This design comes from an exercise in tuning for small area on the open sky130 flow, not from production work.
At most, simulation tests tie the RTL to the original design; equivalence was not proved.
Power is estimated from default activity; no workload was simulated.

==> 06-16: inputs <==
==> flow/design.v <==
package board_pkg;
    localparam int BOARD_CELLS = 81;
    localparam int BOARD_BITS = 162;
    localparam int FRAME_BITS = 164;
    localparam int BIT_CYCLES = 8;
    localparam int DEBOUNCE_CYCLES = 16;
    typedef logic [1:0] cell_t;
    typedef logic [BOARD_BITS-1:0] board_t;
    typedef logic [6:0] cell_index_t;
    typedef logic [15:0] wb_data_t;
    typedef logic [7:0] wb_addr_t;
    localparam cell_t CELL_EMPTY = 2'd0;
    localparam cell_t CELL_X = 2'd1;
    localparam cell_t CELL_O = 2'd2;
    localparam wb_addr_t ADR_CLEAR = 8'hFE;
    localparam wb_addr_t ADR_STATUS = 8'hFF;
    typedef struct packed {
        logic     cyc;
        logic     stb;
        logic     we;
        wb_addr_t adr;
        wb_data_t dat_w;
    } wb_req_t;
    typedef struct packed {
        logic     ack;
        wb_data_t dat_r;
    } wb_rsp_t;
    typedef enum logic [2:0] {
        ST_IDLE,
        ST_CHECK,
        ST_PLACE,
        ST_LOAD,
        ST_CLEAR,
        ST_ACK
    } game_state_t;
endpackage
`timescale 1ns/1ps
module debounce (
    input  logic clock_in,
    input  logic reset_in,
    input  logic noisy,
    output logic rise
);
    logic sample;
    logic [$clog2(board_pkg::DEBOUNCE_CYCLES+1)-1:0] stable_cnt;
    logic clean;
    logic clean_prev;
    always_ff @(posedge clock_in) begin
        if (reset_in) begin
            sample <= 1'b0;
            stable_cnt <= '0;
            clean <= 1'b0;
            clean_prev <= 1'b0;
        end else begin
            clean_prev <= clean;
            if (noisy != sample) begin
                sample <= noisy;
                stable_cnt <= '0;
            end else if (stable_cnt == board_pkg::DEBOUNCE_CYCLES) begin
                clean <= sample;
            end else begin
                stable_cnt <= stable_cnt + 1'b1;
            end
        end
    end
    assign rise = clean && !clean_prev;
endmodule
`timescale 1ns/1ps
module bit_timer (
    input  logic        clock_in,
    input  logic        restart,
    input  logic        run,
    output logic [10:0] pos
);
    always_ff @(posedge clock_in) begin
        if (restart) begin
            pos <= '0;
        end else if (run) begin
            pos <= pos + 11'd1;
        end
    end
endmodule
`timescale 1ns/1ps
module board_link_tx (
    input  logic              clock_in,
    input  logic              reset_in,
    input  logic              send,
    input  board_pkg::board_t board,
    output logic              line
);
    logic        active;
    logic        start;
    logic [10:0] pos;
    logic        last;
    board_pkg::board_t tx_data;
    logic [board_pkg::FRAME_BITS-1:0] frame;
    assign start = send && !active;
    assign last = pos == 11'((board_pkg::FRAME_BITS - 1) * board_pkg::BIT_CYCLES
                             + board_pkg::BIT_CYCLES - 1);
    bit_timer tx_timer (
        .clock_in (clock_in),
        .restart  (start),
        .run      (active),
        .pos      (pos)
    );
    always_ff @(posedge clock_in) begin
        if (reset_in) begin
            active <= 1'b0;
        end else if (start) begin
            active <= 1'b1;
        end else if (last) begin
            active <= 1'b0;
        end
    end
    always_ff @(posedge clock_in) begin
        if (start) begin
            tx_data <= board;
        end
    end
    assign frame = {1'b1, tx_data, 1'b0};
    assign line = !active || frame[pos[10:3]];
endmodule
`timescale 1ns/1ps
module board_link_rx (
    input  logic              clock_in,
    input  logic              reset_in,
    input  logic              line,
    output logic              rx_valid,
    output board_pkg::board_t rx_board
);
    logic sync1;
    logic sync2;
    logic line_prev;
    logic receiving;
    logic start_edge;
    logic mid;
    logic first;
    logic stop;
    logic [10:0] pos;
    assign start_edge = !receiving && line_prev && !sync2;
    assign mid = receiving && pos[2:0] == 3'(board_pkg::BIT_CYCLES / 2 - 1);
    assign first = pos[10:3] == 8'd0;
    assign stop = pos[10:3] == 8'(board_pkg::FRAME_BITS - 1);
    bit_timer rx_timer (
        .clock_in (clock_in),
        .restart  (start_edge),
        .run      (receiving),
        .pos      (pos)
    );
    always_ff @(posedge clock_in) begin
        if (reset_in) begin
            sync1 <= 1'b1;
            sync2 <= 1'b1;
            line_prev <= 1'b1;
            receiving <= 1'b0;
            rx_valid <= 1'b0;
        end else begin
            sync1 <= line;
            sync2 <= sync1;
            line_prev <= sync2;
            rx_valid <= 1'b0;
            if (start_edge) begin
                receiving <= 1'b1;
            end else if (mid) begin
                if (first && sync2) begin
                    receiving <= 1'b0;
                end
                if (stop) begin
                    receiving <= 1'b0;
                    rx_valid <= sync2;
                end
            end
        end
    end
    always_ff @(posedge clock_in) begin
        if (mid && !first && !stop) begin
            rx_board <= {sync2, rx_board[board_pkg::BOARD_BITS-1:1]};
        end
    end
endmodule
`timescale 1ns/1ps
module game_fsm (
    input  logic                 clock_in,
    input  logic                 reset_in,
    input  board_pkg::wb_req_t   wb_req,
    output board_pkg::wb_rsp_t   wb_rsp,
    input  logic                 follow,
    input  logic                 rx_valid,
    input  board_pkg::board_t    rx_board,
    output board_pkg::board_t    board
);
    board_pkg::game_state_t state;
    logic       player;
    logic [7:0] illegal_cnt;
    logic       rx_pend;
    logic                   bus_start;
    board_pkg::cell_t       cells [board_pkg::BOARD_CELLS];
    board_pkg::cell_t       req_cell;
    logic                   req_in_board;
    logic                   req_status;
    assign bus_start = wb_req.cyc && wb_req.stb;
    assign req_in_board = wb_req.adr < board_pkg::wb_addr_t'(board_pkg::BOARD_CELLS);
    assign req_status = !wb_req.we && wb_req.adr == board_pkg::ADR_STATUS;
    always_comb begin
        for (int i = 0; i < board_pkg::BOARD_CELLS; i++) begin
            cells[i] = board[2*i +: 2];
        end
    end
    assign req_cell = cells[wb_req.adr[6:0]];
    board_pkg::cell_t rd_cell;
    logic             rd_status;
    always_comb begin
        wb_rsp.ack = (state == board_pkg::ST_ACK);
        wb_rsp.dat_r = '0;
        wb_rsp.dat_r[1:0] = rd_cell;
        if (rd_status) begin
            wb_rsp.dat_r[15:8] = illegal_cnt;
            wb_rsp.dat_r[0] = player;
        end
    end
    always_ff @(posedge clock_in) begin
        if (state == board_pkg::ST_IDLE && bus_start) begin
            rd_cell <= '0;
            rd_status <= 1'b0;
        end else if (state == board_pkg::ST_CHECK && !wb_req.we) begin
            if (req_in_board) begin
                rd_cell <= req_cell;
            end
            rd_status <= req_status;
        end
    end
    always_ff @(posedge clock_in) begin
        if (reset_in) begin
            state <= board_pkg::ST_IDLE;
            player <= 1'b0;
            illegal_cnt <= '0;
            rx_pend <= 1'b0;
            board <= '0;
        end else begin
            case (state)
                board_pkg::ST_IDLE: begin
                    if (rx_pend) begin
                        if (follow) begin
                            state <= board_pkg::ST_LOAD;
                        end else begin
                            rx_pend <= 1'b0;
                        end
                    end else if (bus_start) begin
                        if (wb_req.we && wb_req.adr == board_pkg::ADR_CLEAR) begin
                            state <= board_pkg::ST_CLEAR;
                        end else begin
                            state <= board_pkg::ST_CHECK;
                        end
                    end
                end
                board_pkg::ST_CHECK: begin
                    if (wb_req.we && req_in_board && req_cell == board_pkg::CELL_EMPTY) begin
                        state <= board_pkg::ST_PLACE;
                    end else begin
                        if (wb_req.we && illegal_cnt != 8'hFF) begin
                            illegal_cnt <= illegal_cnt + 8'd1;
                        end
                        state <= board_pkg::ST_ACK;
                    end
                end
                board_pkg::ST_PLACE: begin
                    board[2*wb_req.adr[6:0] +: 2] <= player ? board_pkg::CELL_O : board_pkg::CELL_X;
                    player <= !player;
                    state <= board_pkg::ST_ACK;
                end
                board_pkg::ST_LOAD: begin
                    board <= rx_board;
                    rx_pend <= 1'b0;
                    state <= board_pkg::ST_IDLE;
                end
                board_pkg::ST_CLEAR: begin
                    board <= '0;
                    player <= 1'b0;
                    state <= board_pkg::ST_ACK;
                end
                default: begin
                    state <= board_pkg::ST_IDLE;
                end
            endcase
            if (rx_valid) begin
                rx_pend <= 1'b1;
            end
        end
    end
endmodule
`timescale 1ns/1ps
module board_top (
    input  logic               clock_in,
    input  logic               reset_in,
    input  board_pkg::wb_req_t wb_req,
    output board_pkg::wb_rsp_t wb_rsp,
    input  logic               button,
    input  logic               follow,
    input  logic               link_rx,
    output logic               link_tx
);
    logic btn_rise;
    board_pkg::board_t board;
    logic              rx_valid;
    board_pkg::board_t rx_board;
    debounce btn_db (
        .clock_in (clock_in),
        .reset_in (reset_in),
        .noisy    (button),
        .rise     (btn_rise)
    );
    game_fsm game (
        .clock_in (clock_in),
        .reset_in (reset_in),
        .wb_req   (wb_req),
        .wb_rsp   (wb_rsp),
        .follow   (follow),
        .rx_valid (rx_valid),
        .rx_board (rx_board),
        .board    (board)
    );
    board_link_tx link_out (
        .clock_in (clock_in),
        .reset_in (reset_in),
        .send     (btn_rise),
        .board    (board),
        .line     (link_tx)
    );
    board_link_rx link_in (
        .clock_in (clock_in),
        .reset_in (reset_in),
        .line     (link_rx),
        .rx_valid (rx_valid),
        .rx_board (rx_board)
    );
endmodule
==> flow/run.sh <==
#!/bin/bash
# synth_recipe.tcl (not shown) runs the flow's synth.tcl, then flattens the netlist and writes it again
# the make line also repeats each setting of config.mk as NAME=value (left out here)
make -C /OpenROAD-flow-scripts/flow DESIGN_CONFIG=/design/flow/config.mk WORK_HOME=/design/flow/orfs CLKGATE_MAP_FILE= SYNTH_SCRIPT=/design/flow/synth_recipe.tcl finish
==> flow/config.mk <==
export PLATFORM = sky130hd
export DESIGN_NAME = board_top
export DESIGN_NICKNAME = board_top
export VERILOG_FILES = /design/flow/design.v
export SDC_FILE = /design/flow/constraint.sdc
export NUM_CORES = 4
export LEC_CHECK = 0
export CAP_MARGIN = 20
export CORE_MARGIN = 2
export CORE_UTILIZATION = 40
export SLEW_MARGIN = 20
==> flow/constraint.sdc <==
create_clock -name core_clock -period 6.0 [get_ports {clock_in}]
set_input_delay 1.2000 -clock core_clock [delete_from_list [all_inputs] [get_ports {clock_in}]]
set_output_delay 1.2000 -clock core_clock [all_outputs]
set_load 0.01 [all_outputs]
==> 06-10: changes against 06-16 <==
==> flow/design.v, changed modules only <==
module board_link_tx (
    input  logic              clock_in,
    input  logic              reset_in,
    input  logic              send,
    input  board_pkg::board_t board,
    output logic              line
);
    logic        active;
    logic        start;
    logic [10:0] pos;
    logic        last;
    board_pkg::board_t tx_data;
    logic [board_pkg::FRAME_BITS-1:0] frame;
    assign start = send && !active;
    assign last = pos == 11'((board_pkg::FRAME_BITS - 1) * board_pkg::BIT_CYCLES
                             + board_pkg::BIT_CYCLES - 1);
    bit_timer tx_timer (
        .clock_in (clock_in),
        .restart  (start),
        .run      (active),
        .pos      (pos)
    );
    always_ff @(posedge clock_in) begin
        if (reset_in) begin
            active <= 1'b0;
        end else if (start) begin
            active <= 1'b1;
        end else if (last) begin
            active <= 1'b0;
        end
    end
    always_ff @(posedge clock_in) begin
        if (start) begin
            tx_data <= board;
        end
    end
    assign frame = {1'b1, tx_data, 1'b0};
    logic [7:0]  bit_lo;
    logic [20:0] bit_hi;
    logic [20:0] grp_bit;
    logic        bit_val;
    always_comb begin
        for (int k = 0; k < 8; k++) begin
            bit_lo[k] = pos[5:3] == 3'(k);
        end
        for (int m = 0; m < 21; m++) begin
            bit_hi[m] = pos[10:6] == 5'(m);
        end
        bit_val = 1'b0;
        for (int m = 0; m < 21; m++) begin
            grp_bit[m] = 1'b0;
            for (int k = 0; k < 8; k++) begin
                if (8*m + k < board_pkg::FRAME_BITS) begin
                    grp_bit[m] = grp_bit[m] | (bit_lo[k] & frame[8*m+k]);
                end
            end
            bit_val = bit_val | (bit_hi[m] & grp_bit[m]);
        end
    end
    assign line = !active || bit_val;
endmodule
module game_fsm (
    input  logic                 clock_in,
    input  logic                 reset_in,
    input  board_pkg::wb_req_t   wb_req,
    output board_pkg::wb_rsp_t   wb_rsp,
    input  logic                 follow,
    input  logic                 rx_valid,
    input  board_pkg::board_t    rx_board,
    output board_pkg::board_t    board
);
    board_pkg::game_state_t state;
    logic       player;
    logic [7:0] illegal_cnt;
    logic       rx_pend;
    logic                   bus_start;
    board_pkg::cell_t       req_cell;
    logic                   req_in_board;
    logic                   req_status;
    assign bus_start = wb_req.cyc && wb_req.stb;
    assign req_in_board = wb_req.adr < board_pkg::wb_addr_t'(board_pkg::BOARD_CELLS);
    assign req_status = !wb_req.we && wb_req.adr == board_pkg::ADR_STATUS;
    logic [7:0]  adr_lo;
    logic [10:0] adr_hi;
    always_comb begin
        for (int k = 0; k < 8; k++) begin
            adr_lo[k] = wb_req.adr[2:0] == 3'(k);
        end
        for (int m = 0; m < 11; m++) begin
            adr_hi[m] = wb_req.adr[6:3] == 4'(m);
        end
    end
    logic [1:0] grp_cell [11];
    always_comb begin
        for (int m = 0; m < 11; m++) begin
            grp_cell[m] = '0;
            for (int k = 0; k < 8; k++) begin
                if (8*m + k < board_pkg::BOARD_CELLS) begin
                    grp_cell[m] = grp_cell[m] | ({2{adr_lo[k]}} & board[2*(8*m+k) +: 2]);
                end
            end
        end
        req_cell = '0;
        for (int m = 0; m < 11; m++) begin
            req_cell = req_cell | ({2{adr_hi[m]}} & grp_cell[m]);
        end
    end
    board_pkg::cell_t rd_cell;
    logic             rd_status;
    always_comb begin
        wb_rsp.ack = (state == board_pkg::ST_ACK);
        wb_rsp.dat_r = '0;
        wb_rsp.dat_r[1:0] = rd_cell;
        if (rd_status) begin
            wb_rsp.dat_r[15:8] = illegal_cnt;
            wb_rsp.dat_r[0] = player;
        end
    end
    always_ff @(posedge clock_in) begin
        if (state == board_pkg::ST_IDLE && bus_start) begin
            rd_cell <= '0;
            rd_status <= 1'b0;
        end else if (state == board_pkg::ST_CHECK && !wb_req.we) begin
            if (req_in_board) begin
                rd_cell <= req_cell;
            end
            rd_status <= req_status;
        end
    end
    logic       st_place;
    logic       st_load;
    logic       st_clear;
    logic       b_hold;
    logic       b_load;
    logic [1:0] mark;
    logic [1:0] put_hi [11];
    board_pkg::board_t board_next;
    assign st_place = state == board_pkg::ST_PLACE;
    assign st_load = state == board_pkg::ST_LOAD;
    assign st_clear = state == board_pkg::ST_CLEAR;
    assign b_hold = !reset_in && !st_load && !st_clear;
    assign b_load = !reset_in && st_load;
    assign mark = {player, !player} & {2{!reset_in && st_place}};
    always_comb begin
        for (int m = 0; m < 11; m++) begin
            put_hi[m] = mark & {2{adr_hi[m]}};
        end
        for (int j = 0; j < board_pkg::BOARD_CELLS; j++) begin
            for (int b = 0; b < 2; b++) begin
                board_next[2*j+b] = (rx_board[2*j+b] & b_load)
                                  | (board[2*j+b] & b_hold)
                                  | (adr_lo[j % 8] & put_hi[j / 8][b]);
            end
        end
    end
    always_ff @(posedge clock_in) begin
        board <= board_next;
    end
    always_ff @(posedge clock_in) begin
        if (reset_in) begin
            state <= board_pkg::ST_IDLE;
            player <= 1'b0;
            illegal_cnt <= '0;
            rx_pend <= 1'b0;
        end else begin
            case (state)
                board_pkg::ST_IDLE: begin
                    if (rx_pend) begin
                        if (follow) begin
                            state <= board_pkg::ST_LOAD;
                        end else begin
                            rx_pend <= 1'b0;
                        end
                    end else if (bus_start) begin
                        if (wb_req.we && wb_req.adr == board_pkg::ADR_CLEAR) begin
                            state <= board_pkg::ST_CLEAR;
                        end else begin
                            state <= board_pkg::ST_CHECK;
                        end
                    end
                end
                board_pkg::ST_CHECK: begin
                    if (wb_req.we && req_in_board && req_cell == board_pkg::CELL_EMPTY) begin
                        state <= board_pkg::ST_PLACE;
                    end else begin
                        if (wb_req.we && illegal_cnt != 8'hFF) begin
                            illegal_cnt <= illegal_cnt + 8'd1;
                        end
                        state <= board_pkg::ST_ACK;
                    end
                end
                board_pkg::ST_PLACE: begin
                    player <= !player;
                    state <= board_pkg::ST_ACK;
                end
                board_pkg::ST_LOAD: begin
                    rx_pend <= 1'b0;
                    state <= board_pkg::ST_IDLE;
                end
                board_pkg::ST_CLEAR: begin
                    player <= 1'b0;
                    state <= board_pkg::ST_ACK;
                end
                default: begin
                    state <= board_pkg::ST_IDLE;
                end
            endcase
            if (rx_valid) begin
                rx_pend <= 1'b1;
            end
        end
    end
endmodule
--- a/flow/config.mk
+++ b/flow/config.mk
@@ -9,3 +9,6 @@
 export CORE_MARGIN = 2
 export CORE_UTILIZATION = 40
+export CTS_BUF_LIST = sky130_fd_sc_hd__clkbuf_16
+export CTS_CLUSTER_DIAMETER = 70
+export CTS_CLUSTER_SIZE = 20
 export SLEW_MARGIN = 20
==> comparison <==
- 06-10 ran to the end with no violations. 06-16 completed without violations.
- Synthesized cell count: 06-10 is lower than 06-16 (33%).
- Non-clock buffer count: 06-10 is lower than 06-16 (35).
- Of 06-16 and 06-10, 06-16 has the higher routed wire length (gap 47%, measured against 06-10).
- First-iteration DRC count: 06-16 is higher than 06-10 (about 20%).
- In 06-10 the sequential share of layout area is higher than in 06-16, by 10 points.
- Against 06-16, the hold slack of 06-10 is higher by 0.0060 ns.
==> figures <==
Status: 06-16 finished clean; 06-10 finished clean
Max stage delay on crit path: 06-16 0.64 ns; 06-10 0.93 ns
Number of antenna violations at the first check in global routing: 06-16 2; 06-10 0
Overall power after layout: 06-16 8.22 mW; 06-10 6.50 mW
Tap cells: 06-16 837; 06-10 688
Util after Layout: 06-16 0.452; 06-10 0.442
Basic-gate share of the synthesized area counting and, or, nand and nor cells: 06-16 0.152; 06-10 0.0717
Via Count: 06-16 19,900; 06-10 13,700
Startpoint of the lowest-slack register-to-register path: 06-16 game.board[91]; 06-10 game.board[42]
Chip width: 06-16 254 um; 06-10 234 um
Violation count after the first detailed-routing iteration: 06-16 2,590; 06-10 2,177
Part of the total power dissipated in combinational logic: 06-16 0.080; 06-10 0.031
Syn Std Cell Area: 06-16 25,000 sq um; 06-10 21,200 sq um
No functional check of the RTL was part of 06-10.

## re-timing with driven ports
The flow's constraints put no driver on any port. The routed layouts listed below were extracted and timed again, unchanged, in two steps.
Step 1, drivers: a clkbuf_16 drives clock_in and a buf_2 each remaining input, both assumed.
Step 2 adds t to the input delays and takes it off the output delays; t is the mean of the earliest and latest rising clock arrival at the registers after step 1. Input paths then give back, and output paths get back, about the clock's delay inside the block.
Slacks: ideal ports / drivers / drivers and shift; pairs: ideal ports / drivers.
run	shift t [ns]	setup WS [ns]	hold WS [ns]	worst register clock-pin slew, ns
06-16	0.678	0.730 / 0.672 / 0.604	0.408 / 0.408 / 0.408	0.07 / 0.07
06-10	0.611	0.468 / 0.413 / 1.024	0.414 / 0.414 / 0.414	0.09 / 0.09
After both steps every run listed still meets setup and hold. For 06-16, which loses most, drivers alone change the setup slack by -0.058 ns; drivers and shift together by -0.126 ns.
